From an optimization exercise on the open Yosys and OpenROAD flow, aimed at small area; shortcuts taken in it are not production practice.
Only simulation tests tie the RTL to the original design; equivalence was not proved.
No activity file was given, so power comes from the tool's default toggle rates.

==> job 8226: inputs <==
==> flow/design.v (excerpt) <==
module alu_issue_stage #(
    parameter int XLEN  = 32,
    parameter int NREGS = 32
) (
    input  logic            clk,
    input  logic            rst,
    input  logic            instr_valid,
    input  logic [31:0]     instr,
    output logic            instr_ready,
    input  logic            flush,
    output logic            ex_valid,
    input  logic            ex_ready,
    output logic [XLEN-1:0] op1,
    output logic [XLEN-1:0] op2,
    output logic [XLEN-1:0] imm,
    output logic [6:0]      opcode,
    output logic [2:0]      func3,
    output logic [6:0]      func7,
    output logic [4:0]      rd,
    output logic            rd_we,
    output logic            illegal_instr,
    input  logic            wb_en,
    input  logic [4:0]      wb_rd,
    input  logic [XLEN-1:0] wb_data
);
Settings: LEC_CHECK=0, CAP_MARGIN=20, CORE_MARGIN=2, CORE_UTILIZATION=55, SLEW_MARGIN=20, SYNTH_HIERARCHICAL=1; clock period 5.0 ns.
standard.sh (not shown) runs the stock make flow with config.mk's settings and CLKGATE_MAP_FILE= SYNTH_SCRIPT=/design/flow/synth_recipe.tcl, a recipe that flattens the netlist after the stock synthesis.
==> flow/flow/run.sh <==
#!/bin/bash
# Standard ORFS layout with two changes: ports buffered with the smallest buffer,
# and a clock tree of larger sink clusters without dummy loads.
set -euo pipefail
export BUFFER_PORTS_ARGS="-buffer_cell sky130_fd_sc_hd__buf_1"
export CTS_ARGS="-sink_clustering_enable -repair_clock_nets -dont_use_dummy_load -buf_list sky130_fd_sc_hd__clkbuf_8 -sink_clustering_buffer sky130_fd_sc_hd__clkbuf_16 -sink_clustering_size 20 -sink_clustering_max_diameter 100"
bash standard.sh > flow_make.log 2>&1
==> inputs of job 9359, as changes to job 8226 <==
--- a/flow/design.v
+++ b/flow/design.v
@@ -51,30 +51,28 @@
     assign hold = !rst && !take;
     assign immExt = {{(XLEN-12){instr[31]}}, instr[31:20]};
     assign f7     = (isOp || (f3[1:0] == 2'b01)) ? instr[31:25] : 7'd0;
     assign wbAny = wb_en && (wb_rd != 5'd0);
     assign wd    = rst ? '0 : wb_data;
-    logic [NREGS-1:1] wsel, wholdN, rsel1, rsel2;
-    issue_dec #(.N(NREGS)) u_wdec (.force_on(rst), .en(wb_en), .a(wb_rd), .y(wsel), .yn(wholdN));
     for (genvar i = 1; i < NREGS; i++) begin : g_rf
+        logic            we;
         logic [XLEN-1:0] d;
-        issue_rf_wsel #(.W(XLEN)) u_wsel (.we(wsel[i]), .hold(wholdN[i]), .wd(wd), .q(rf_q[i]), .d(d));
+        assign we = rst || (wbAny && (wb_rd == i));
+        issue_rf_wsel #(.W(XLEN)) u_wsel (.we(we), .hold(!we), .wd(wd), .q(rf_q[i]), .d(d));
         always_ff @(posedge clk) rf_q[i] <= d;
     end
     assign byp1 = wbAny && (wb_rd == rs1Addr);
     assign byp2 = wbAny && (wb_rd == rs2Addr);
     logic [XLEN-1:0]   op1_d, op2_d;
     logic [NREGS:0]    sel1;
     logic [NREGS+1:0]  sel2;
     logic [(NREGS+1)*XLEN-1:0] din1;
     logic [(NREGS+2)*XLEN-1:0] din2;
-    issue_rdec #(.N(NREGS)) u_rdec1 (.en(take && !byp1), .a(rs1Addr), .y(rsel1));
-    issue_rdec #(.N(NREGS)) u_rdec2 (.en(take && isOp && !byp2), .a(rs2Addr), .y(rsel2));
     always_comb begin
         for (int i = 1; i < NREGS; i++) begin
-            sel1[i-1] = rsel1[i];
-            sel2[i-1] = rsel2[i];
+            sel1[i-1] = take && !byp1 && (rs1Addr == i);
+            sel2[i-1] = take && isOp && !byp2 && (rs2Addr == i);
             din1[(i-1)*XLEN +: XLEN] = rf_q[i];
             din2[(i-1)*XLEN +: XLEN] = rf_q[i];
         end
         sel1[NREGS-1] = take && byp1;
         sel1[NREGS]   = hold;
@@ -176,46 +174,7 @@
     input  logic         hold,
     input  logic [W-1:0] wd,
     input  logic [W-1:0] q,
     output logic [W-1:0] d
 );
-    for (genvar b = 0; b < W; b++) begin : g_bit
-        issue_ao22 u_ao (.a0(we), .b0(wd[b]), .a1(hold), .b1(q[b]), .y(d[b]));
-    end
+    assign d = ({W{we}} & wd) | ({W{hold}} & q);
 endmodule
-module issue_ao22 (
-    input  logic a0, b0, a1, b1,
-    output logic y
-);
-    assign y = (a0 && b0) || (a1 && b1);
-endmodule
-module issue_dec #(
-    parameter int N = 32
-) (
-    input  logic         force_on,
-    input  logic         en,
-    input  logic [4:0]   a,
-    output logic [N-1:1] y,
-    output logic [N-1:1] yn
-);
-    logic [3:0] lo;
-    logic [7:0] hi;
-    always_comb begin
-        for (int j = 0; j < 4; j++) lo[j] = force_on || (en && (a[1:0] == j));
-        for (int k = 0; k < 8; k++) hi[k] = force_on || (a[4:2] == k);
-        for (int i = 1; i < N; i++) begin
-            y[i]  = lo[i % 4] && hi[i / 4];
-            yn[i] = !(lo[i % 4] && hi[i / 4]);
-        end
-    end
-endmodule
-module issue_rdec #(
-    parameter int N = 32
-) (
-    input  logic         en,
-    input  logic [4:0]   a,
-    output logic [N-1:1] y
-);
-    always_comb begin
-        for (int i = 1; i < N; i++) y[i] = en && (a == i);
-    end
-endmodule
==> flow/run.sh (new file) <==
#!/bin/bash
# synth_recipe.tcl (not shown) runs the flow's synth.tcl, then flattens the netlist and writes it again
# the make line also repeats each setting of config.mk as NAME=value (left out here)
make -C /OpenROAD-flow-scripts/flow DESIGN_CONFIG=/design/flow/config.mk WORK_HOME=/design/flow/orfs CLKGATE_MAP_FILE= SYNTH_SCRIPT=/design/flow/synth_recipe.tcl finish
removed: flow/flow/run.sh
removed: flow/standard.sh
==> inputs of job 9996, as changes to job 8226 <==
--- a/flow/design.v
+++ b/flow/design.v
@@ -35,11 +35,12 @@
     logic [4:0]      rd_q;
     logic [4:0]      rs1Addr, rs2Addr, rdAddr;
     logic [2:0]      f3;
     logic            isOp, isOpImm, accept, take, hold;
     logic            wbAny, byp1, byp2;
-    logic [XLEN-1:0] immExt, wd;
+    logic [XLEN-1:0] immExt, wd, wz;
+    logic            phase_q, phase_d;
     logic [6:0]      f7;
     assign instr_ready = !valid_q || ex_ready;
     assign accept      = instr_valid && instr_ready;
     assign rdAddr  = instr[11:7];
     assign f3      = instr[14:12];
@@ -51,15 +52,18 @@
     assign hold = !rst && !take;
     assign immExt = {{(XLEN-12){instr[31]}}, instr[31:20]};
     assign f7     = (isOp || (f3[1:0] == 2'b01)) ? instr[31:25] : 7'd0;
     assign wbAny = wb_en && (wb_rd != 5'd0);
     assign wd    = rst ? '0 : wb_data;
+    assign phase_d = !rst && !phase_q;
+    assign wz      = ~(wd ^ {XLEN{phase_d}});    
+    always_ff @(posedge clk) phase_q <= phase_d;
     logic [NREGS-1:1] wsel, wholdN, rsel1, rsel2;
     issue_dec #(.N(NREGS)) u_wdec (.force_on(rst), .en(wb_en), .a(wb_rd), .y(wsel), .yn(wholdN));
     for (genvar i = 1; i < NREGS; i++) begin : g_rf
         logic [XLEN-1:0] d;
-        issue_rf_wsel #(.W(XLEN)) u_wsel (.we(wsel[i]), .hold(wholdN[i]), .wd(wd), .q(rf_q[i]), .d(d));
+        issue_rf_wsel #(.W(XLEN)) u_wsel (.we(wsel[i]), .hold(wholdN[i]), .wz(wz), .q(rf_q[i]), .d(d));
         always_ff @(posedge clk) rf_q[i] <= d;
     end
     assign byp1 = wbAny && (wb_rd == rs1Addr);
     assign byp2 = wbAny && (wb_rd == rs2Addr);
     logic [XLEN-1:0]   op1_d, op2_d;
@@ -85,12 +89,15 @@
         sel2[NREGS+1] = take && isOpImm;
         din2[(NREGS-1)*XLEN +: XLEN] = wb_data;
         din2[NREGS*XLEN +: XLEN]     = op2_q;
         din2[(NREGS+1)*XLEN +: XLEN] = immExt;
     end
-    issue_sel_or #(.N(NREGS+1), .W(XLEN)) u_rd1 (.sel(sel1), .din(din1), .dout(op1_d));
-    issue_sel_or #(.N(NREGS+2), .W(XLEN)) u_rd2 (.sel(sel2), .din(din2), .dout(op2_d));
+    logic flip1, flip2;
+    assign flip1 = phase_q && take && !byp1 && (rs1Addr != 5'd0);
+    assign flip2 = phase_q && take && isOp && !byp2 && (rs2Addr != 5'd0);
+    issue_sel_or #(.N(NREGS+1), .W(XLEN)) u_rd1 (.sel(sel1), .din(din1), .flip(flip1), .dout(op1_d));
+    issue_sel_or #(.N(NREGS+2), .W(XLEN)) u_rd2 (.sel(sel2), .din(din2), .flip(flip2), .dout(op2_d));
     always_ff @(posedge clk) begin
         op1_q     <= op1_d;
         op2_q     <= op2_d;
         func3_q   <= ({3{hold}} & func3_q) | ({3{take}} & f3);
         func7_q   <= ({7{hold}} & func7_q) | ({7{take}} & f7);
@@ -117,10 +124,11 @@
     parameter int N = 2,
     parameter int W = 32
 ) (
     input  logic [N-1:0]       sel,
     input  logic [N*W-1:0]     din,
+    input  logic               flip,
     output logic [W-1:0]       dout
 );
     localparam int G = (N + 2) / 3;    
     for (genvar b = 0; b < W; b++) begin : g_bit
         logic [G-1:0] grpN;            
@@ -138,11 +146,11 @@
                     .y(grpN[g]));
             end else begin : g_1
                 issue_nand2 u_aoi (.a(sel[3*g]), .b(din[(3*g)*W + b]), .y(grpN[g]));
             end
         end
-        issue_nand_n #(.N(G)) u_or (.a(grpN), .y(dout[b]));
+        issue_nand_x #(.N(G)) u_or (.a(grpN), .f(flip), .y(dout[b]));
     end
 endmodule
 module issue_aoi222 (
     input  logic a0, b0, a1, b1, a2, b2,
     output logic y
@@ -159,36 +167,68 @@
     input  logic a, b,
     output logic y
 );
     assign y = !(a && b);
 endmodule
+module issue_nand_x #(
+    parameter int N = 2
+) (
+    input  logic [N-1:0] a,
+    input  logic         f,
+    output logic         y
+);
+    localparam int M = (N + 3) / 4;
+    logic [M-1:0] part;
+    for (genvar m = 0; m < M; m++) begin : g_part
+        localparam int LO = 4 * m;
+        localparam int HI = (4 * m + 3 < N) ? 4 * m + 3 : N - 1;
+        issue_nand_n #(.N(HI - LO + 1)) u_nand (.a(a[HI:LO]), .y(part[m]));
+    end
+    logic any;
+    issue_or_n #(.N(M)) u_or (.a(part), .y(any));
+    issue_xor2 u_x (.a(any), .b(f), .y(y));
+endmodule
 module issue_nand_n #(
     parameter int N = 2
 ) (
     input  logic [N-1:0] a,
     output logic         y
 );
     assign y = !(&a);
 endmodule
+module issue_or_n #(
+    parameter int N = 2
+) (
+    input  logic [N-1:0] a,
+    output logic         y
+);
+    assign y = |a;
+endmodule
+module issue_xor2 (
+    input  logic a, b,
+    output logic y
+);
+    assign y = a ^ b;
+endmodule
 module issue_rf_wsel #(
     parameter int W = 32
 ) (
     input  logic         we,
     input  logic         hold,
-    input  logic [W-1:0] wd,
+    input  logic [W-1:0] wz,
     input  logic [W-1:0] q,
     output logic [W-1:0] d
 );
     for (genvar b = 0; b < W; b++) begin : g_bit
-        issue_ao22 u_ao (.a0(we), .b0(wd[b]), .a1(hold), .b1(q[b]), .y(d[b]));
-    end
-endmodule
-module issue_ao22 (
-    input  logic a0, b0, a1, b1,
-    output logic y
-);
-    assign y = (a0 && b0) || (a1 && b1);
+        issue_oai22 u_oa (.a0(q[b]), .a1(we), .b0(hold), .b1(wz[b]), .y(d[b]));
+    end
+endmodule
+module issue_oai22 (
+    input  logic a0, a1, b0, b1,
+    output logic y
+);
+    assign y = !((a0 || a1) && (b0 || b1));
 endmodule
 module issue_dec #(
     parameter int N = 32
 ) (
     input  logic         force_on,
==> comparison table <==
Status: job 9359 no timing/DRC/antenna violations; job 8226 no timing/DRC/antenna violations; job 9996 failed layout checks
Layout check failures: job 9359 -; job 8226 -; job 9996 setup timing
Met2 track utilization from global routing: job 9359 72.4%; job 8226 72.1%; job 9996 69.1%
Portion of the post-synthesis area used by sequential elements: job 9359 49.4%; job 8226 52.0%; job 9996 54.4%
Origin of the worst min-delay path: job 9359 func3_q[2]; job 8226 instr[9]; job 9996 instr[14]
Cell with the biggest individual delay on the critical path: job 9359 nor4_4; job 8226 nor2_2; job 9996 nor2_2
Min Tclk post-route: job 9359 4.48 ns; job 8226 4.12 ns; job 9996 5.09 ns
Seq cells: job 9359 1075; job 8226 1075; job 9996 1076
Standby leakage power: job 9359 19.7 nW; job 8226 17.9 nW; job 9996 16.2 nW
Clock buffer count: job 9359 155; job 8226 59; job 9996 59
DP Cell Count: job 9359 4859; job 8226 4723; job 9996 4811
Starting DRT DRC Count: job 9359 10500; job 8226 11800; job 9996 11800
Via count of the first global-routing pass: job 9359 43000; job 8226 40500; job 9996 40200
Crit. Startpoint: job 9359 instr[0]; job 8226 wb_rd[2]; job 9996 wb_rd[1]
Number of antenna diodes: job 9359 5; job 8226 12; job 9996 17
Total wire length after detailed routing: job 9359 214000 um; job 8226 205000 um; job 9996 198000 um
Synthesized-area fraction occupied by ao, oa, aoi and oai cells: job 9359 37.2%; job 8226 39.2%; job 9996 34.9%
Multi-input gate count: job 9359 2244; job 8226 2265; job 9996 2363
Last weighted congestion value of the routability-driven placer: job 9359 0.990; job 8226 1.04; job 9996 0.987
Average footprint of a synthesized cell: job 9359 12.0 sq um; job 8226 12.1 sq um; job 9996 11.2 sq um
Finish-stage setup viols: job 9359 0; job 8226 0; job 9996 4
Footprint of the multi-input gates: job 9359 20300 sq um; job 8226 19800 sq um; job 9996 18100 sq um
Total number of cells along the worst setup path: job 9359 9; job 8226 11; job 9996 12
Sequential fraction of total cell area: job 9359 41.7%; job 8226 45.7%; job 9996 48.0%

## what the ideal ports hide
No port has a modelled driver above. Below, the same layouts with a new extraction and two added sets of constraints. Step 1: set_driving_cell puts a clkbuf_16 on clk and a buf_2 on each other input, an assumption about the parent block. Step 2 moves the port delays by t, midway between the first and last clock arrival at a register: inputs arrive t later, outputs are due t later. That takes back most of the time a late clock gives input paths. Three values: no drivers, after step 1, after step 2; two values: the first two.
| run | shift t [ns] | setup slack, ns | clock arrival spread, ns | pins driven straight from the clock port |
|---|---|---|---|---|
| job 8226 | 0.904 | 0.884 / 0.926 / 0.022 | 0.081 / 0.081 | 1 |
| job 9359 | 0.761 | 0.521 / 0.573 / -0.188 | 0.039 / 0.038 | 1 |
| job 9996 | 0.898 | -0.087 / -0.039 / -0.937 | 0.083 / 0.082 | 1 |
Met with ideal ports but missed after step 2: setup timing in job 9359. For job 8226, which loses most, drivers alone change the setup slack by +0.042 ns; drivers and shift together by -0.862 ns.
